From an optimization exercise on the open Yosys and OpenROAD flow, aimed at small area; shortcuts taken in it are not production practice.
The RTL was checked by simulation tests, not by an equivalence proof against the original design.
No activity file was given, so power comes from the tool's default toggle rates. The clock port is modelled as an ideal driver; clocking choices that lean on that would not hold on a real chip.

==> flow/design.v <==
module apb_comp #(
  parameter int DATA_WIDTH  = 32,
  parameter int ADDR_WIDTH  = 32,
  parameter int WAIT_STATES = 1
) (
  input  logic                    pclk,
  input  logic                    preset_n,
  input  logic [ADDR_WIDTH-1:0]   paddr,
  input  logic [2:0]              pprot,
  input  logic                    psel,
  input  logic                    penable,
  input  logic                    pwrite,
  input  logic [DATA_WIDTH-1:0]   pwdata,
  input  logic [DATA_WIDTH/8-1:0] pstrb,
  output logic [DATA_WIDTH-1:0]   prdata,
  output logic                    pready,
  output logic                    pslverr
);
  localparam int NBYTES = DATA_WIDTH / 8;
  localparam int NRING  = 16;
  localparam int W      = DATA_WIDTH;
  localparam int CW     = (WAIT_STATES < 2) ? 1 : (WAIT_STATES < 4) ? 2 :
                          (WAIT_STATES < 16) ? 4 : 8;
  localparam logic [CW-1:0] WS = CW'(WAIT_STATES);
  typedef enum logic [1:0] {
    IDLE   = 2'd0,
    SETUP  = 2'd1,
    ACCESS = 2'd2
  } state_t;
  state_t              state;
  logic [CW-1:0]       count;
  logic [5:0]          idx;
  logic                addr_err;
  logic                unused_prot;
  logic [NRING*W-1:0]  s0, s1, s2, s3;
  logic [NRING*W-1:0]  d0;
  logic [2:0]          cyc;        
  logic [1:0]          phase;      
  logic                clr;        
  logic                zero;
  logic                pol;        
  logic [5:0]          pa;         
  logic [W-1:0]        pd;         
  logic [NBYTES-1:0]   ps;         
  assign unused_prot = ^pprot;
  assign idx      = paddr[7:2];
  assign addr_err = (paddr[1:0] != 2'b00) || (|paddr[ADDR_WIDTH-1:8]);
  assign pready  = preset_n && (state == ACCESS) && psel && penable && (count == WS);
  assign pslverr = pready && addr_err;
  assign phase = cyc[1:0];
  assign zero  = !preset_n || clr;
  assign pol   = cyc[2] || !preset_n;
  logic                    pend_here;
  logic [W-1:0]            wdat;
  logic [NRING*NBYTES-1:0] wsel;
  assign pend_here = (2'(pa[1:0] + phase) == 2'd3);
  assign wdat      = (zero ? '0 : pd) ^ {W{!pol}};
  always_comb begin
    for (int r = 0; r < NRING; r++) begin
      for (int b = 0; b < NBYTES; b++) begin
        wsel[NBYTES*r + b] = zero || (pend_here && pa[5:2] == 4'(r) && ps[b]);
      end
    end
  end
  for (genvar j = 0; j < NRING*W; j++) begin : g_wr
    apb_comp_mux2i u_mux (.s(wsel[j/8]), .a(s3[j]), .b(wdat[j%W]), .y(d0[j]));
  end
  logic            rd;
  logic [1:0]      rpos;
  logic            rpol;
  logic [63:0]     rsel;
  logic [W-1:0]    rraw;
  assign rd   = pready && !pwrite && !addr_err;
  assign rpos = 2'(idx[1:0] + phase);
  always_comb begin
    for (int r = 0; r < NRING; r++) begin
      for (int k = 0; k < 4; k++) begin
        rsel[4*r+k] = rd && (idx[5:2] == 4'(r)) && (rpos == 2'(k));
      end
    end
    case (rpos)
      2'd0:    rpol = 3'(cyc - 3'd1) >= 3'd4;
      2'd1:    rpol = 3'(cyc - 3'd2) >= 3'd4;
      2'd2:    rpol = 3'(cyc - 3'd3) >= 3'd4;
      default: rpol = cyc[2];
    endcase
  end
  for (genvar i = 0; i < W; i++) begin : g_rd
    logic [63:0] tap;
    for (genvar r = 0; r < NRING; r++) begin : g_tap
      assign tap[4*r+0] = s0[W*r + i];
      assign tap[4*r+1] = s1[W*r + i];
      assign tap[4*r+2] = s2[W*r + i];
      assign tap[4*r+3] = d0[W*r + i];
    end
    apb_comp_rbit u_rbit (.d(tap), .s(rsel), .y(rraw[i]));
  end
  assign prdata = rraw ^ {W{rd && rpol}};
  always_ff @(posedge pclk) begin
    s0 <= d0;
    s1 <= s0;
    s2 <= s1;
    s3 <= s2;
  end
  always_ff @(posedge pclk) begin
    if (!preset_n) begin
      state <= IDLE;
      count <= '0;
      cyc   <= 3'd0;
      clr   <= 1'b1;
      ps    <= '0;
    end else begin
      cyc <= cyc + 3'd1;
      if (phase == 2'd2) clr <= 1'b0;
      if (!psel) begin
        state <= IDLE;
      end else begin
        case (state)
          IDLE: begin
            if (!penable) state <= SETUP;
          end
          SETUP: begin
            state <= ACCESS;
            count <= '0;
          end
          ACCESS: begin
            if (pready) begin
              state <= IDLE;
            end else if (count != WS) begin
              count <= count + 1'b1;
            end
          end
          default: state <= IDLE;
        endcase
      end
      if (pready && pwrite && !addr_err) begin
        pa <= idx;
        pd <= pwdata;
        ps <= pstrb;
      end
    end
  end
endmodule
module apb_comp_rbit (
  input  logic [63:0] d,
  input  logic [63:0] s,
  output logic        y
);
  logic [21:0] n;
  for (genvar g = 0; g < 21; g++) begin : g_a
    apb_comp_aoi222 u_aoi (
      .a0(d[3*g]),   .b0(s[3*g]),
      .a1(d[3*g+1]), .b1(s[3*g+1]),
      .a2(d[3*g+2]), .b2(s[3*g+2]),
      .y(n[g])
    );
  end
  assign n[21] = ~(d[63] & s[63]);
  assign y = ~&n;
endmodule
module apb_comp_aoi222 (
  input  logic a0, b0, a1, b1, a2, b2,
  output logic y
);
  assign y = ~((a0 & b0) | (a1 & b1) | (a2 & b2));
endmodule
module apb_comp_mux2i (
  input  logic s, a, b,
  output logic y
);
  assign y = ~(s ? b : a);
endmodule
==> flow/run.sh <==
#!/bin/bash
# synth_recipe.tcl (not shown) runs the flow's synth.tcl, then flattens the netlist and writes it again
# the make line also repeats each setting of config.mk as NAME=value (left out here)
make -C /OpenROAD-flow-scripts/flow DESIGN_CONFIG=/design/flow/config.mk WORK_HOME=/design/flow/orfs CLKGATE_MAP_FILE= SYNTH_SCRIPT=/design/flow/synth_recipe.tcl finish
==> flow/config.mk <==
export PLATFORM = sky130hd
export DESIGN_NAME = apb_comp
export DESIGN_NICKNAME = apb_comp
export VERILOG_FILES = /design/flow/design.v
export SDC_FILE = /design/flow/constraint.sdc
export NUM_CORES = 4
export LEC_CHECK = 0
export CAP_MARGIN = 20
export CORE_MARGIN = 2
export CORE_UTILIZATION = 40
export SLEW_MARGIN = 20
export SYNTH_HIERARCHICAL = 1
export SYNTH_MINIMUM_KEEP_SIZE = 0
==> flow/constraint.sdc <==
create_clock -name core_clock -period 10.0 [get_ports {pclk}]
set_input_delay 2.0000 -clock core_clock [delete_from_list [all_inputs] [get_ports {pclk}]]
set_output_delay 2.0000 -clock core_clock [all_outputs]
set_load 0.01 [all_outputs]
==> summary.md, run 1 <==
| Metric | Value |
|---|---|
| Clock latency (worst-skew pair) | 800 ps |
| # Max-Cap Violations | 0 |
| Max Slew Vio Count | 0 |
| Period Utilization, post-route | 0.9279 |
| Die Height | 386.3 um |
| Crit. End Element | primary output |
| Worst EP arrival | 7280 ps |
| Hold crit path type | reg -> reg |
| CP Max Fanout | 17 |
| Worst Setup SP | paddr[1] |
| Core Region | about 150000 um2 |
| Worst Setup EP | prdata[17] |
| Setup violators final | 0 |
| Slew headroom | 0.2130 |
| Synthesized cell area | 58470 um2 |
| CP Class | in -> out |
| Synthesis-to-layout area growth | 20.13% |
| Vias per std cell | 5.834 |
| Routability cong. | 0.8735 |
| Initial antenna violation count | 1 |
| Max H-tree Level | 4 |
| Largest family of logic cells by synthesized area | compound AO/OA/AOI/OAI gates |
| Post-CTS setup buffers | 0 |
| Post-synthesis sequential area ratio | 0.7245 |
| Share of power burned in registers | 0.551 |
| Comb pwr share | 0.034 |
| DRT antenna net count | 0 |
| Vias in the first global route | 37780 |
| WL per Instance | 25.56 um |
| Final TNS setup | 0 ps |
| Fin crit period | 9279 ps |
| Async set or reset register ratio after synthesis | 0 |
| Power Density | 254.7 nW/um2 |
| Via count | 37990 |
| Fillers | 12610 |
| Top-area cell type share of the netlist area | 0.7050 |
| Peak VDD IR | 0.1751 mV |
| Worst-case reg-to-reg path depth | 8 |
| Synth warn | 7 |
| P_int | 0.01398 W |
| Port-buffer cells | 106 |
| RSZ-0062 raised after global routing | false |
| DIE AREA | 149200 um2 |
| Worst flop-to-flop path endpoint | s0[391]$_DFF_P_ |
| Row cnt | 140 |
| Syn_nets | 4060 |
| Mean post-synth cell area | 14.69 um2 |
| Synth top area cells | dfxtp_1 (71%), a222oi_1 (12%), mux2i_1 (8.8%), edfxtp_1 (2.0%), nand4_1 (1.4%) |
| Total CTS buffers | 190 |
| Die Width | 386.3 um |
| Total power | around 0.018 W |
| # hold bufs at CTS | 0 |
| Final HPWL DP | around 110000 um |
| Clock slew at reported path FFs | roughly 60 ps |
| # clock sinks | 2097 |
| CTS Buffer Depth | 3 |
| DRT iter0 DRCs | a little over 6000 |
| Initial Util | 0.4021 |
| Synth Instances | 3979 |
| Slew @ Worst Pin | 1173 ps |
| Clock skew | between 20 and 30 ps |
| Root Driver | clkbuf_16 |
| Net count, final | 4519 |
| Number of remaining DRC errors | 0 |
| Layout cells sized above 1 | 0.1348 |
| FF-to-FF Start | pa[0]$_DFFE_PP_ |
| First-pass GRT wire length | 243300 um |
| Post-synthesis xor/xnor area fraction | 0.009801 |
| Dominant cell type by area after synthesis | dfxtp_1 |
| Lkg Pwr | 30.85 nW |
| First-pass DRT Iterations | 9 |
| Worst Setup Start Kind | input port |
| Max Freq | around 0.11 GHz |
| Util after Layout | 0.4831 |
| Post-synth EDFFs | 38 |
| Post-Synth Simple-Gate Area | 0.04027 |
| Overflow after GRT | 0 |
| GRT Util Overall | 0.2173 |
| Netlist cell types | 41 |
| Top-Level Pins | 110 |
| Clock Power Share | 0.415 |
| Synthesized flop and latch total | about 2100 |
| Status | finished clean |
| R2r setup slk | 6660 ps |
| Sw Share | 0.2185 |
| Mux share of post-synthesis cell area | 0.08853 |
| Largest net degree at the start of global routing | 68 |
| WP data required | around 8000 ps |
| Routed Wire Length | 166400 um |
| Post-synthesis adder-cell area fraction | 0.001070 |
| Psw | 0.003908 W |
| Post-synth top flop | dfxtp_1 |
| Post-CTS Resized | 0 |
| Final Hold Viols | 0 |
| Post-synthesis compound-gate area fraction | 0.1322 |
| CTS tree | yes |
## sequential cells by signal (all words and copies together), names as in the netlist
name   cells
cyc        3
state      2
s0       512
s3       512
ps         4
count      1
pa         6
s2       512
s1       512
clr        1
pd        32
## kinds of logic after synthesis
family | Yosys count
flops | 2097
mux | 517
buf+inv | 48
fa+ha+maj | 5
simple gates | 435
xor+xnor | 38
compound gates | 839
## critical path, cell delays in order
cell             delay (ps)
clkdlybuf4s50_1         400
nor4_1                  310
nand4_1                 600
nor3_4                  860
nand4b_1                580
nor2_4                  750
buf_4                   340
a222oi_1                110
nand4_1                 230
a211oi_1                 80
nand2_1                 170
xnor2_2                 190
clkdlybuf4s50_1         610
## metal layers
| layer | wire length [um] | GRT usage |
|---|---|---|
| met5 | 0 | 0 |
| met4 | 6313 | 0.09589 |
| met3 | 12500 | 0.03241 |
| met2 | 74370 | 0.3358 |
| met1 | 73230 | 0.3018 |
## power groups by stage
stage	sequential (W)	combinational [W]	clock, W
2_1_floorplan	0.00988	0.000347	0
3_3_place_gp	0.00998	0.000600	0
3_5_place_dp	0.0100	0.000603	0
4_1_cts	0.00985	0.000608	0.00753
5_1_grt	0.00996	0.000649	0.00788
6_report	0.00986	0.000608	0.00742
## layout by cell type (no fill, tap or decap), types with 4 or more instances in the layout
cell type,instances
clkbuf_8,48
nor2_2,7
clkbuf_1,43
nand4_1,133
o21ai_2,9
o21ai_0,6
nor4_1,39
clkdlybuf4s50_1,105
nor2_4,57
and3_1,33
nand4b_1,8
ha_1,5
a211oi_1,32
clkinv_4,4
xnor2_1,5
clkinv_2,28
inv_1,5
mux2i_1,516
edfxtp_1,38
nand2_1,82
clkbuf_16,197
o21ai_1,52
xnor2_2,30
o21a_1,32
a222oi_1,672
buf_4,203
nor2b_1,8
dfxtp_1,2058
nor2_1,6
a21oi_1,33
inv_6,7
bufinv_16,15
nand3_1,43
## final cells by class
| cell class | count | area, um2 | share of cell area |
|---|---|---|---|
| Antenna cell | 3 | 7.507 | 0.0001069 |
| Clock buffer | 288 | 5752 | 0.08189 |
| Clock inverter | 57 | 706.9 | 0.01006 |
| Inverter | 5 | 18.77 | 0.0002672 |
| Multi-Input combinational cell | 1834 | 16390 | 0.2334 |
| Sequential cell | 2097 | 42360 | 0.6031 |
| Tap cell | 1917 | 2399 | 0.03415 |
| Timing Repair Buffer | 310 | 2600 | 0.03702 |
## Yosys stat by module (local to each module, per instance)
module           flip-flops and latches  cells  copies in the design
apb_comp_mux2i                        0      1                   512
apb_comp_rbit                         0      9                    32
apb_comp_aoi222                       0      1                   672
apb_comp                           2097   2507                     1
## worst min-delay path by stage
stage / endpoint / cells after the start / slack (ps) / from
2_1_floorplan: s1[0]$_DFF_P_ / 0 / 330 / s0[0]$_DFF_P_
3_3_place_gp: s2[472]$_DFF_P_ / 0 / 330 / s1[472]$_DFF_P_
3_5_place_dp: s1[310]$_DFF_P_ / 0 / 340 / s0[310]$_DFF_P_
4_1_cts: s2[89]$_DFF_P_ / 0 / 340 / s1[89]$_DFF_P_
5_1_grt: s2[375]$_DFF_P_ / 0 / 340 / s1[375]$_DFF_P_
6_report: s3[279]$_DFF_P_ / 0 / 330 / s2[279]$_DFF_P_
## synthesized netlist by cell type (2+ instances only)
cell      instances
dfxtp_1        2059
a222oi_1        672
mux2i_1         516
nand4_1         133
nand2_1          82
nor2_1           70
o21ai_0          67
nand3_1          43
nor4_1           40
edfxtp_1         38
clkbuf_1         37
a21oi_1          33
and3_1           33
a211oi_1         32
o21a_1           32
xnor2_2          30
nor2b_1           9
nand4b_1          8
ha_1              5
inv_1             5
xnor2_1           5
and2_1            3
buf_6             3
nor3b_1           3
buf_2             2
nand2b_1          2
nand3b_1          2
xor2_1            2
## stage by stage
| stage | instance area, um2 | std cells | hold slack [ps] | worst slack [ps] |
|---|---|---|---|---|
| after floorplan | 58470 | 3979 | 330.5 | 2901 |
| after global placement | 63740 | 6163 | 331.2 | 842.4 |
| after detailed placement | 63760 | 6163 | 335.8 | 746.1 |
| after CTS | 70220 | 6508 | 339.4 | 753.1 |
| after global routing | 70230 | 6508 | 337.3 | 500.6 |
| final | 70240 | 6511 | 332.3 | 721.2 |
==> inputs of run 2 (changes only) <==
==> flow/flow/run.sh (new file) <==
#!/bin/bash
set -euo pipefail
export CTS_ARGS="-sink_clustering_enable -repair_clock_nets -dont_use_dummy_load -buf_list sky130_fd_sc_hd__clkbuf_16 -sink_clustering_size 30 -sink_clustering_max_diameter 100"
export BUFFER_PORTS_ARGS="-buffer_cell sky130_fd_sc_hd__buf_1"
bash standard.sh synth > synth.log 2>&1
bash standard.sh finish > layout.log 2>&1
==> flow/standard.sh (new file) <==
#!/bin/bash
# synth_recipe.tcl (not shown) runs the flow's synth.tcl, then flattens the netlist and writes it again
# the make line also repeats each setting of config.mk as NAME=value (left out here)
make -C /OpenROAD-flow-scripts/flow DESIGN_CONFIG=/design/flow/config.mk WORK_HOME=/design/flow/orfs CLKGATE_MAP_FILE= SYNTH_SCRIPT=/design/flow/synth_recipe.tcl "${@:-finish}"
--- a/flow/config.mk
+++ b/flow/config.mk
@@ -7,7 +7,7 @@
 export LEC_CHECK = 0
 export CAP_MARGIN = 20
 export CORE_MARGIN = 2
-export CORE_UTILIZATION = 40
+export CORE_UTILIZATION = 55
 export SLEW_MARGIN = 20
 export SYNTH_HIERARCHICAL = 1
 export SYNTH_MINIMUM_KEEP_SIZE = 0
removed: flow/run.sh
==> run 2 against run 1 <==
Cell count decreased by 13%. Final area decreased by 8.8%. Utilization increased by 12 points. Highest routed layer is now met5. Clock power decreased by 49%. Maximum frequency increased by 9.5%. Global-route usage increased by 7.3 points. Sequential cell count unchanged. Synthesized cell count unchanged. Non-clock buffer count decreased by 55. Critical path depth unchanged.
==> summary.md, run 2 <==
| Metric | Value |
|---|---|
| Share of power burned in registers | 0.691 (+0.140) |
| Routed Wire Length | 162200 um (-2.6%) |
| CP Max Fanout | 22 (+5) |
| Total CTS buffers | 79 (-58%) |
| Vias per std cell | 6.493 (+11%) |
| Worst-case reg-to-reg path depth | 9 (+1) |
| Clock latency (worst-skew pair) | 700 ps (-100 ps) |
| RSZ-0062 raised after global routing | false |
| Worst Hold Depth | 0 (unchanged) |
| Final instance area | 64040 um2 (-8.8%) |
| Max Slew Vio Count | 0 (unchanged) |
| Post-synthesis sequential area ratio | 0.7245 (unchanged) |
| Period Utilization, post-route | 0.8470 (-0.08083) |
| Post-synth top flop | dfxtp_1 |
| Lkg Pwr | 28.08 nW (-9.0%) |
| FF-to-FF Start | cyc[0]$_SDFF_PN0_ |
| Max H-tree Level | 3 (-1) |
| First-pass GRT wire length | 236100 um (-3.0%) |
| Total power | 0.01425 W (-20%) |
| Port-buffer cells | 106 (unchanged) |
| Synth top cells by count | dfxtp_1 (2059), a222oi_1 (672), mux2i_1 (516), nand4_1 (133), nand2_1 (82) |
| Slew headroom | 0.2306 (+0.01756) |
| Synth top area cells | dfxtp_1 (71%), a222oi_1 (12%), mux2i_1 (8.8%), edfxtp_1 (2.0%), nand4_1 (1.4%) |
| Power Density | 222.6 nW/um2 (-13%) |
| DIE AREA | 108900 um2 (-27%) |
| Vias in the first global route | 35800 (-5.2%) |
| Post-CTS setup buffers | 0 (unchanged) |
| CP Class | in -> out |
| GRT Util Overall | 0.2908 (+0.07346) |
| Worst Setup SP | paddr[13] |
| Hold crit path type | reg -> reg |
| Mean post-synth cell area | 14.69 um2 (unchanged) |
| Clock Power Share | 0.268 (-0.147) |
| Synth Instances | 3979 (unchanged) |
| Crit. End Element | primary output |
| Most common cell on crit path | nand4_1 |
| Root Driver | clkbuf_16 |
| DRT antenna net count | 0 (unchanged) |
| Row cnt | 119 (-15%) |
| Top-Level Pins | 110 (unchanged) |
| Max Freq | 0.1181 GHz (+9.5%) |
| Area of placed instances | 62000 um2 (-2.8%) |
| Psw | 0.003217 W (-18%) |
| Fin crit period | 8470 ps (-808.3 ps) |
| Layout cells sized above 1 | 0.08080 (-0.05403) |
| Synth warn | 7 (unchanged) |
| Slew @ Worst Pin | 1151 ps (-21.20 ps) |
| Syn_nets | 4060 (unchanged) |
| Worst EP arrival | 6470 ps (-810 ps) |
| # Max-Cap Violations | 0 (unchanged) |
| R2r setup slk | 6700 ps (+40 ps) |
| Core Region | 105400 um2 (-27%) |
| Comb pwr share | 0.041 (+0.007) |
| CTS Buffer Depth | 3 (unchanged) |
| Via count | 36760 (-3.2%) |
| Post-synth EDFFs | 38 (unchanged) |
| Net count, final | 4353 (-3.7%) |
| Status | finished clean |
| WL per Instance | 28.65 um (+12%) |
| Peak VDD IR | 0.1621 mV (-7.4%) |
| Final TNS setup | 0 ps (unchanged) |
| Largest net degree at the start of global routing | 66 (-2.9%) |
| Max stage delay cell, worst path | nor2_4 |
| Synthesized flop and latch total | 2097 (unchanged) |
| WP data required | 8000 ps (about the same) |
| Worst flop-to-flop path endpoint | s0[299]$_DFF_P_ |
| Netlist cell types | 41 (unchanged) |
| Clock skew | 29.17 ps (+2.678 ps) |
| Synthesis-to-layout area growth | 9.532% |
| Sw Share | 0.2257 (+0.007263) |
| Most frequent cells in the layout | dfxtp_1 (2058), a222oi_1 (672), mux2i_1 (516) |
| Most common cell in the netlist | dfxtp_1 |
| Setup violators final | 0 (unchanged) |
| Dominant cell type by area after synthesis | dfxtp_1 |
| Clock slew at reported path FFs | 110 ps (+50 ps) |
| Synthesized cell area | 58470 um2 (unchanged) |
| # hold bufs at CTS | 0 (unchanged) |
| Routability cong. | 0.8209 (-6.0%) |
| Die Width | 330.0 um (-15%) |
| Final Hold Viols | 0 (unchanged) |
| Die Height | 330.0 um (-15%) |
| Critical Path Max Stage Delay | 900 ps (+40 ps) |
| Initial antenna violation count | 4 (+3) |
| Worst hold start | s1[393]$_DFF_P_ |
| Top-area cell type share of the netlist area | 0.7050 (unchanged) |
| Overflow after GRT | 0 (unchanged) |
| CTS tree | yes |
| Async set or reset register ratio after synthesis | 0 (unchanged) |
| First-pass DRT Iterations | 22 (+13) |
| P_int | 0.01104 W (-21%) |
| Post-CTS Resized | 0 (unchanged) |
| DRT iter0 DRCs | 5588 (-9.1%) |
| WHS | 342.2 ps (+9.862 ps) |
| Final HPWL DP | 109000 um (-1.6%) |
| Number of remaining DRC errors | 0 (unchanged) |
| Antenna Cells | 0 (-3) |
| Hold Path End | s2[393]$_DFF_P_ |
| Initial Util | 0.5546 (+0.1525) |
| Worst Setup Start Kind | input port |
| # clock sinks | 2097 (unchanged) |
| Worst path cell trace | buf_1 > nor4_1 > nand4_1 > nor3_4 > nand4_1 > nor2_4 > buf_4 > a222oi_1 > nand4_1 > nor4_1 > nand2_1 > xnor2_2 > buf_1 |
| Commonest non-fill, non-tap cell in the layout | dfxtp_1 |
==> run 2: cell type report <==
cell class                 count  area, um2
inverter                       5      18.77
tap                         1391       1740
multi-input combinational   1834      16410
clock buffer                  79       1977
sequential                  2097      42360
fill                        8276      41380
timing repair buffer         255       1534
==> run 2: per-layer routing <==
layer | track usage | vias to the layer above | part of all wire
li1 | - | 16600 | -
met2 | 0.4691 | 1281 | 0.46
met3 | 0.03087 | 285 | 0.057
met5 | 0 | - | 0.00034
met1 | 0.3979 | 18590 | 0.43
met4 | 0.1299 | 8 | 0.049
==> run 2: kinds of logic after synthesis <==
group,share of synthesized area
DFF,0.7245
AOI/OAI and AO/OA,0.1322
muxes,0.08853
and+or+nand+nor,0.04027
buffers and inverters,0.003574
xor gates and xnor gates,0.009801
adders and majority gates,0.001070
==> run 2: worst max path at each step <==
stage / slack, ps / endpoint / cells past startpoint
after floorplan: 2900 / prdata[10] / 13
after global placement: 1530 / prdata[0] / 13
after detailed placement: 1480 / prdata[0] / 13
after CTS: 1470 / prdata[0] / 13
after global routing: 1160 / prdata[15] / 13
final: 1530 / prdata[22] / 13
==> run 2: critical path: cells and delay by family <==
kind / cells / cell delay (ps)
compound gates: 1 / 130
buf+inv: 3 / 610
xor+xnor: 1 / 150
simple gates: 8 / 3530
==> run 2: per-stage QoR <==
| step | std cells | setup slack (ps) | util |
|---|---|---|---|
| after floorplan | 3979 | 2901 | - |
| after global placement | 5579 | 1528 | 0.5880 |
| after detailed placement | 5580 | 1480 | 0.5882 |
| after CTS | 5659 | 1473 | 0.6069 |
| after global routing | 5661 | 1163 | 0.6075 |
| final | 5661 | 1530 | 0.6075 |
==> run 2: modules after synthesis (local to each module, per instance) <==
module	times used	cells inside	area (um2)
apb_comp	1	2507	44970
apb_comp_aoi222	672	1	10.01
apb_comp_mux2i	512	1	10.01
apb_comp_rbit	32	9	51.30
==> run 2: power by group through the flow <==
| stage | clock (W) | sequential [W] | combinational, W |
|---|---|---|---|
| detailed placement | 0 | 0.0100 | 0.000586 |
| global route | 0.00419 | 0.00995 | 0.000629 |
| finish | 0.00382 | 0.00984 | 0.000589 |
| global placement | 0 | 0.00999 | 0.000585 |
| floorplan | 0 | 0.00988 | 0.000347 |
| CTS | 0.00391 | 0.00983 | 0.000589 |
==> inputs of run 3 (changes only) <==
--- a/flow/design.v
+++ b/flow/design.v
@@ -52,18 +52,19 @@
   assign pol   = cyc[2] || !preset_n;
   logic                    pend_here;
   logic [W-1:0]            wdat;
-  logic [NRING*NBYTES-1:0] wsel;
+  logic [NRING*NBYTES-1:0] wsel, wkeep;
   assign pend_here = (2'(pa[1:0] + phase) == 2'd3);
   assign wdat      = (zero ? '0 : pd) ^ {W{!pol}};
   always_comb begin
     for (int r = 0; r < NRING; r++) begin
       for (int b = 0; b < NBYTES; b++) begin
-        wsel[NBYTES*r + b] = zero || (pend_here && pa[5:2] == 4'(r) && ps[b]);
+        wsel[NBYTES*r + b]  = zero || (pend_here && pa[5:2] == 4'(r) && ps[b]);
+        wkeep[NBYTES*r + b] = !wsel[NBYTES*r + b];
       end
     end
   end
   for (genvar j = 0; j < NRING*W; j++) begin : g_wr
-    apb_comp_mux2i u_mux (.s(wsel[j/8]), .a(s3[j]), .b(wdat[j%W]), .y(d0[j]));
+    apb_comp_mux2i u_mux (.s(wsel[j/8]), .sn(wkeep[j/8]), .a(s3[j]), .b(wdat[j%W]), .y(d0[j]));
   end
   logic            rd;
   logic [1:0]      rpos;
@@ -165,8 +166,8 @@
   assign y = ~((a0 & b0) | (a1 & b1) | (a2 & b2));
 endmodule
 module apb_comp_mux2i (
-  input  logic s, a, b,
+  input  logic s, sn, a, b,
   output logic y
 );
-  assign y = ~(s ? b : a);
+  assign y = ~((a | s) & (b | sn));
 endmodule
==> flow/config.mk (replaced) <==
export PLATFORM = sky130hd
export DESIGN_NAME = apb_comp
export DESIGN_NICKNAME = apb_comp
export VERILOG_FILES = /design/flow/design.v
export SDC_FILE = /design/flow/constraint.sdc
export NUM_CORES = 4
export LEC_CHECK = 0
export CAP_MARGIN = 10
export CORE_MARGIN = 2
export CORE_UTILIZATION = 68
export SLEW_MARGIN = 10
export SYNTH_HIERARCHICAL = 1
export SYNTH_MINIMUM_KEEP_SIZE = 0
==> run 3 against run 2 <==
Clock power barely moved. Total power rose by 0.69%. Sequential cell count did not move. Final area fell by 3.5%. Register-to-register slack got worse by 710 ps. Still clean. Critical endpoint is now prdata[7].
==> summary.md, run 3 <==
| Metric | Value |
|---|---|
| FF-to-FF Start | cyc[1]$_SDFF_PN0_ |
| Worst Hold Depth | 0 (unchanged) |
| Syn_nets | 4155 (+2.3%) |
| Synth warn | 7 (unchanged) |
| Worst Path Buf+Inv | 5 (+2) |
| RSZ-0062 raised after global routing | false |
| Clock skew | 44.68 ps (+15.51 ps) |
| Fillers | 5506 (-33%) |
| Status | finished clean |
| Global Route met1 Usage | 0.5212 (+0.1233) |
| Final HPWL DP | 114400 um (+5.0%) |
| CTS Buffer Depth | 3 (unchanged) |
| First-pass GRT wire length | 253700 um (+7.5%) |
| Crit. End Element | primary output |
| Area of the multi-input gates | 14360 um2 (-12%) |
| Met3 GRT Util | 0.08460 (+0.05374) |
| Initial Util | 0.6882 (+0.1335) |
| Worst Setup SP | preset_n |
| Final TNS setup | 0 ps (unchanged) |
| Net count, final | 4435 (+1.9%) |
| Non-Filler Instances | 5424 (-4.2%) |
| Die Width | 292.7 um (-11%) |
| Most frequent cells in the layout | dfxtp_1 (2058), a222oi_1 (672), o22ai_1 (512) |
| Setup WS post-layout | 1545 ps (+15.32 ps) |
| Hold Path End | s3[82]$_DFF_P_ |
| Die Height | 292.7 um (-11%) |
| Peak VDD IR | 0.1771 mV (+9.3%) |
| R2r setup slk | 5990 ps (-710 ps) |
| Post-CTS setup buffers | 0 (unchanged) |
| Async set or reset register ratio after synthesis | 0 (unchanged) |
| Vias per std cell | 7.436 (+15%) |
| Sequential Area | 42360 um2 (unchanged) |
| Row cnt | 105 (-12%) |
| Max Freq | 0.1183 GHz (+0.18%) |
| Clock slew at reported path FFs | 110 ps (about the same) |
| Post-synthesis sequential area ratio | 0.7473 (+0.02277) |
| Routability cong. | 0.8852 (+7.8%) |
| # Max-Cap Violations | 0 (unchanged) |
| Lkg Pwr | 24.02 nW (-14%) |
| CP Class | in -> out |
| Synth Instances | 4074 (+2.4%) |
| GRT Util Overall | 0.3980 (+0.1072) |
| Max H-tree Level | 3 (unchanged) |
| Worst EP arrival | 6460 ps (about the same) |
| CP Max Fanout | 47 (+110%) |
| Worst Setup Start Kind | input port |
| Pre-CTS setup slack | 1723 ps (+243.7 ps) |
| Fin crit period | 8455 ps (-15.32 ps) |
| Initial antenna violation count | 4 (unchanged) |
| Synthesized cell area | 56690 um2 (-3.0%) |
| Slew @ Worst Pin | 1328 ps (+176.4 ps) |
| Clock latency (worst-skew pair) | 690 ps (about the same) |
| Post-synth top flop | dfxtp_1 |
| Synth top area cells | dfxtp_1 (73%), a222oi_1 (12%), o22ai_1 (5.7%), edfxtp_1 (2.0%), nand4_1 (1.5%) |
| Routed Wire Length | 175100 um (+8.0%) |
| Post-synth EDFFs | 38 (unchanged) |
| WL per Instance | 32.29 um (+13%) |
| First-pass DRT Iterations | 13 (-41%) |
| Largest net degree at the start of global routing | 67 (+1.5%) |
| # clock sinks | 2097 (unchanged) |
| Root Driver | clkbuf_16 |
| Final Hold Viols | 0 (unchanged) |
| Synthesis-to-layout area growth | 9.003% |
| Delay-heaviest family, CP | buffers and inverters |
| Top-Level Pins | 110 (unchanged) |
| Worst hold start | s2[82]$_DFF_P_ |
| Commonest non-fill, non-tap cell in the layout | dfxtp_1 |
| Mean post-synth cell area | 13.91 um2 (-5.3%) |
| DRT iter0 DRCs | 7104 (+27%) |
| Most common cell in the netlist | dfxtp_1 |
| Max stage delay cell, worst path | a21oi_1 |
| Netlist cell types | 41 (unchanged) |
| DRT antenna net count | 0 (unchanged) |
| # hold bufs at CTS | 0 (unchanged) |
| Worst path cell trace | clkbuf_2 > buf_4 > nand2_1 > buf_4 > a21oi_1 > inv_1 > o22ai_1 > a222oi_1 > nand4_1 > nor4_1 > nand2_1 > xnor2_1 > buf_1 |
| Util after Layout | 0.7501 (+0.1426) |
| Period Utilization, post-route | 0.8455 (-0.001532) |
| Slew headroom | 0.1127 (-0.1179) |
| DP Cell Count | 5342 (-4.3%) |
| Total CTS buffers | 79 (unchanged) |
| Max Slew Vio Count | 0 (unchanged) |
| Port-buffer cells | 106 (unchanged) |
| Number of remaining DRC errors | 0 (unchanged) |
| DIE AREA | 85690 um2 (-21%) |
| Hold crit path type | reg -> reg |
| Synth top cells by count | dfxtp_1 (2059), a222oi_1 (672), o22ai_1 (512), nand4_1 (136), nand2_1 (94) |
| Core Region | 82370 um2 (-22%) |
| Critical Path Max Stage Delay | 1000 ps (+100 ps) |
| Synthesized flop and latch total | 2097 (unchanged) |
| Dominant cell type by area after synthesis | dfxtp_1 |
| Worst flop-to-flop path endpoint | s0[421]$_DFF_P_ |
| WP data required | 8000 ps (about the same) |
| Overflow after GRT | 0 (unchanged) |
| CTS tree | yes |
| Setup violators final | 0 (unchanged) |
| WHS | 324.0 ps (-18.19 ps) |
| Vias in the first global route | 39390 (+10%) |
| Top-area cell type share of the netlist area | 0.7272 (+0.02216) |
| Routing usage on met2 | 0.6182 (+0.1491) |
| Power Density | 232.3 nW/um2 (+4.4%) |
| Worst-case reg-to-reg path depth | 5 (-4) |
| Via count | 40330 (+9.7%) |
| Layout cells sized above 1 | 0.06733 (-0.01347) |
| Post-CTS Resized | 0 (unchanged) |
| Most used routing layer | met2 |
run 3: cell count changes after synthesis, sizes merged, moves of 5 or more:
cell    before  now
a21oi       33   65
and2         3   14
clkbuf      37   42
inv          5   70
mux2i      516    5
nand2       82   94
nor2        70   62
nor3         2   13
o21ai       67   34
o22ai        0  512
run 3: where the power goes:
group | total (W) | switching [W] | internal, W
clock | 0.00381 | 0.00237 | 0.00143
sequential | 0.00997 | 0.000496 | 0.00947
combinational | 0.000577 | 0.000431 | 0.000146
run 3: cell type report:
type / count / area share
Sequential cell: 2097 / 0.6856
Multi-Input combinational cell: 1860 / 0.2324
Clock buffer: 79 / 0.03199
Timing Repair Buffer: 246 / 0.02404
Tap cell: 1070 / 0.02167
Inverter: 70 / 0.004252
Antenna cell: 2 / 0.00008100
run 3: modules after synthesis, one instance, submodules excluded:
module           cells inside  copies in the design  flops+latches
apb_comp                 2602                     1           2097
apb_comp_rbit               9                    32              0
apb_comp_mux2i              1                   512              0
apb_comp_aoi222             1                   672              0
run 3: per-stage QoR:
step,power [W],instance area (um2)
after floorplan,0.01028,56690
after CTS,0.01431,61780
final,0.01435,61790
after global placement,0.01062,59800
after global routing,0.01477,61790
after detailed placement,0.01067,59800
run 3: worst max-delay path by stage:
stage            endpoint  slack [ps]  cells past startpoint
2_1_floorplan   prdata[0]        2310                     10
3_3_place_gp   prdata[18]        1760                     11
3_5_place_dp   prdata[18]        1720                     11
4_1_cts        prdata[15]        1730                     11
5_1_grt        prdata[18]        1470                     11
6_report        prdata[7]        1540                     13
run 3: metal layers:
metal / vias to the layer above / routed length (um)
li1: 17280 / -
met4: 2 / 11510
met5: - / 11
met1: 19880 / 66330
met3: 549 / 19850
met2: 2626 / 77430
run 3: logic make-up (layout without fill, tap and decap cells):
group / count (synthesis) / count (layout) / share of synthesized area
buffers and inverters: 117 / 395 / 0.007858
DFF: 2097 / 2097 / 0.7473
muxes: 5 / 5 / 0.0008829
xor gates and xnor gates: 36 / 36 / 0.006070
adders and majority gates: 5 / 5 / 0.001104
AOI/OAI and AO/OA: 1350 / 1350 / 0.1928
and+or+nand+nor: 464 / 464 / 0.04403
other: 0 / 2 / 0
==> inputs of run 4 (changes only) <==
--- a/flow/config.mk
+++ b/flow/config.mk
@@ -7,7 +7,7 @@
 export LEC_CHECK = 0
 export CAP_MARGIN = 10
 export CORE_MARGIN = 2
-export CORE_UTILIZATION = 68
+export CORE_UTILIZATION = 62
 export SLEW_MARGIN = 10
 export SYNTH_HIERARCHICAL = 1
 export SYNTH_MINIMUM_KEEP_SIZE = 0
==> run 4 against run 3 <==
Worst setup slack got worse by 440 ps. Via count shrank 3.2%. Die area increased by 9.5%. Final area down 0.27%. Combinational power about the same.
==> summary.md, run 4 <==
| Metric | Value |
|---|---|
| WP data required | 8000 ps (about the same) |
| Number of remaining DRC errors | 0 (unchanged) |
| Synth top area cells | dfxtp_1 (73%), a222oi_1 (12%), o22ai_1 (5.7%), edfxtp_1 (2.0%), nand4_1 (1.5%) |
| Hold crit path type | reg -> reg |
| Port-buffer cells | 106 (unchanged) |
| Status | finished clean |
| Row cnt | 110 (+4.8%) |
| Async set or reset register ratio after synthesis | 0 (unchanged) |
| Via count | 39060 (-3.2%) |
| Die Width | 306.4 um (+4.7%) |
| Fin crit period | 8894 ps (+438.7 ps) |
| CP Max Fanout | 32 (-32%) |
| Net count, final | 4399 (-0.81%) |
| RSZ-0062 raised after global routing | false |
| Overflow after GRT | 0 (unchanged) |
| # clock sinks | 2097 (unchanged) |
| Max stage delay cell, worst path | or4_1 |
| GRT Util Overall | 0.3344 (-0.06355) |
| DRT iter0 DRCs | 6499 (-8.5%) |
| Crit. End Element | primary output |
| Synth warn | 7 (unchanged) |
| Worst hold start | s0[96]$_DFF_P_ |
| First-pass DRT Iterations | 13 (unchanged) |
| R2r setup slk | 6520 ps (+530 ps) |
| # hold bufs at CTS | 0 (unchanged) |
| FF-to-FF Start | cyc[1]$_SDFF_PN0_ |
| Setup violators final | 0 (unchanged) |
| Non-Filler Instances | 5495 (+1.3%) |
| Sequential Area | 42360 um2 (unchanged) |
| Fillers | 6586 (+20%) |
| Die Height | 306.4 um (+4.7%) |
| Synth Instances | 4074 (unchanged) |
| CTS Buffer Depth | 3 (unchanged) |
| # Max-Cap Violations | 0 (unchanged) |
| Max Slew Vio Count | 0 (unchanged) |
| WL per Instance | 29.42 um (-8.9%) |
| Critical Path Max Stage Delay | 920 ps (-80 ps) |
| CP Class | in -> out |
| Top-Level Pins | 110 (unchanged) |
| Lkg Pwr | 23.81 nW (-0.88%) |
| Clock skew | 35.29 ps (-9.386 ps) |
| Final instance area | 61620 um2 (-0.27%) |
| Total CTS buffers | 79 (unchanged) |
| Layout cells sized above 1 | 0.06001 (-0.007316) |
| Area of placed instances | 59630 um2 (-0.28%) |
| Final Hold Viols | 0 (unchanged) |
| Netlist cell types | 41 (unchanged) |
| First-pass GRT wire length | 238800 um (-5.9%) |
| Vias per std cell | 7.108 (-4.4%) |
| Post-synth top flop | dfxtp_1 |
| DP Cell Count | 5412 (+1.3%) |
| Synthesized flop and latch total | 2097 (unchanged) |
| Period Utilization, post-route | 0.8894 (+0.04387) |
| Worst Path Buf+Inv | 2 (-3) |
| Worst path cell trace | clkbuf_2 > nand2_1 > or4b_4 > or4_1 > or3_1 > nor2_4 > a222oi_1 > nand4_1 > nor4_1 > nand2_1 > xnor2_1 > buf_1 |
| Worst flop-to-flop path endpoint | s0[132]$_DFF_P_ |
| Routability cong. | 0.8802 (-0.56%) |
| Clock latency (worst-skew pair) | 690 ps (about the same) |
| Worst EP arrival | 6890 ps (+430 ps) |
| Most common cell on crit path | nand2_1 |
| Vias in the first global route | 38220 (-3.0%) |
| Worst-case reg-to-reg path depth | 7 (+2) |
| Commonest non-fill, non-tap cell in the layout | dfxtp_1 |
| Synthesized cell area | 56690 um2 (unchanged) |
| Core Region | 90290 um2 (+9.6%) |
| Initial antenna violation count | 3 (-1) |
| Top-area cell type share of the netlist area | 0.7272 (unchanged) |
| DIE AREA | 93860 um2 (+9.5%) |
| Post-CTS setup buffers | 0 (unchanged) |
| Peak VDD IR | 0.1667 mV (-5.9%) |
| Final TNS setup | 0 ps (unchanged) |
| Worst Setup Start Kind | input port |
| Hold Path End | s1[96]$_DFF_P_ |
| DRT antenna net count | 0 (unchanged) |
| Max H-tree Level | 3 (unchanged) |
| Post-CTS Resized | 0 (unchanged) |
| Area of the multi-input gates | 14360 um2 (about the same) |
| Syn_nets | 4155 (unchanged) |
| Largest net degree at the start of global routing | 69 (+3.0%) |
| Max Freq | 0.1124 GHz (-4.9%) |
| Most common cell in the netlist | dfxtp_1 |
| Clock slew at reported path FFs | 100 ps (about the same) |
| Most frequent cells in the layout | dfxtp_1 (2058), a222oi_1 (672), o22ai_1 (512) |
| Delay-heaviest family, CP | simple AND/OR/NAND/NOR gates |
| Synth top cells by count | dfxtp_1 (2059), a222oi_1 (672), o22ai_1 (512), nand4_1 (136), nand2_1 (94) |
| Root Driver | clkbuf_16 |
| Mean post-synth cell area | 13.91 um2 (unchanged) |
| Power Density | 232.4 nW/um2 (about the same) |
| Initial Util | 0.6278 (-0.06032) |
| CTS tree | yes |
| Slew @ Worst Pin | 1266 ps (-61.85 ps) |
| Synthesis-to-layout area growth | 8.712% |
| Dominant cell type by area after synthesis | dfxtp_1 |
| Worst Hold Depth | 0 (unchanged) |
| Routed Wire Length | 161700 um (-7.7%) |
| Post-synthesis sequential area ratio | 0.7473 (unchanged) |
| Slew headroom | 0.1540 (+0.04133) |
| Final HPWL DP | 105900 um (-7.4%) |
| Post-synth EDFFs | 38 (unchanged) |
==> run 4: how the worst max path moves through the flow <==
stage / depth (start not counted) / startpoint / endpoint / slack [ps]
after detailed placement: 12 / preset_n / prdata[30] / 1200
after CTS: 12 / preset_n / prdata[30] / 1190
after floorplan: 10 / psel / prdata[0] / 2310
after global placement: 12 / preset_n / prdata[30] / 1250
final: 12 / preset_n / prdata[8] / 1110
after global routing: 12 / preset_n / prdata[8] / 990
==> run 4: cell families after synthesis <==
family / count (synthesis) / synth area share
DFF: 2097 / 0.7473
AOI/OAI and AO/OA: 1350 / 0.1928
and+or+nand+nor: 464 / 0.04403
buffers and inverters: 117 / 0.007858
xor gates and xnor gates: 36 / 0.006070
muxes: 5 / 0.0008829
adders and majority gates: 5 / 0.001104
==> run 4: worst reg2reg max path: stages (launching register included) <==
cell	delay, ps
dfxtp_1	560
xor3_1	560
nand2_1	150
nor3_2	50
buf_4	240
a21oi_1	1020
inv_1	460
o22ai_1	330
==> run 4: per-layer routing <==
metal | vias up | GRT usage | share of wire
li1 | 17240 | - | -
met1 | 19540 | 0.4519 | 0.40
met2 | 1921 | 0.5329 | 0.46
met3 | 358 | 0.03463 | 0.077
met4 | 0 | 0.1835 | 0.058
met5 | - | 0 | 0
==> run 4: through the flow <==
step           setup WS, ps  power, W  hold slack [ps]  utilization
2_1_floorplan          2308   0.01028            330.5            -
3_3_place_gp           1254   0.01063            330.8       0.6605
3_5_place_dp           1198   0.01068            335.1       0.6605
4_1_cts                1195   0.01434            336.7       0.6824
5_1_grt               992.2   0.01479            349.3       0.6825
6_report               1106   0.01432            334.6       0.6825
==> run 4: Yosys stat by module (local to each module, per instance) <==
module / cells inside / cell area [um2] / times used
apb_comp: 2602 / 45110 / 1
apb_comp_aoi222: 1 / 10.01 / 672
apb_comp_rbit: 9 / 51.30 / 32
apb_comp_mux2i: 1 / 6.256 / 512
==> run 4: layout make-up <==
type / instances / share of cell area
diodes: 3 / 0.0001218
clock buffers: 79 / 0.03208
inverters: 70 / 0.004264
multi-input cells: 1860 / 0.2331
flip-flops and latches: 2097 / 0.6874
well taps: 1176 / 0.02388
repair buffers: 210 / 0.01915
==> run 4: power by group <==
| group | switching (W) | total (W) | leakage [nW] | internal [W] |
|---|---|---|---|---|
| Clock | 0.00236 | 0.00379 | 0.974 | 0.00143 |
| Combinational | 0.000421 | 0.000575 | 5.12 | 0.000154 |
| Sequential | 0.000484 | 0.00995 | 17.7 | 0.00947 |
| Total | 0.00326 | 0.0143 | 23.8 | 0.0111 |

==> re-timing with driven ports <==
In the flow no input, the clock included, has a driving cell. The finished layouts below were timed again as built, in two steps.
Step 1: set_driving_cell puts a clkbuf_16 on pclk and a buf_2 on each other input, an assumption about the parent block.
Step 2 moves the port delays by t, midway between the first and last clock arrival at a register: inputs arrive t later, outputs are due t later. That takes back most of the time a late clock gives input paths.
Slacks: ideal / step 1 / step 2; pairs: ideal / step 1.
run | shift t [ns] | slack for setup (ns) | worst setup path after step 2
run 1 | 0.864 | 0.721 / 0.691 / 0.691 | input to output
run 2 | 0.754 | 1.530 / 1.507 / 1.507 | input to output
run 3 | 0.736 | 1.545 / 1.519 / 1.519 | input to output
run 4 | 0.742 | 1.106 / 1.085 / 1.085 | input to output
After both steps setup and hold are still met in every run listed. The setup slack of run 1, which loses most, moves by -0.030 ns with the drivers and by -0.030 ns with both steps.
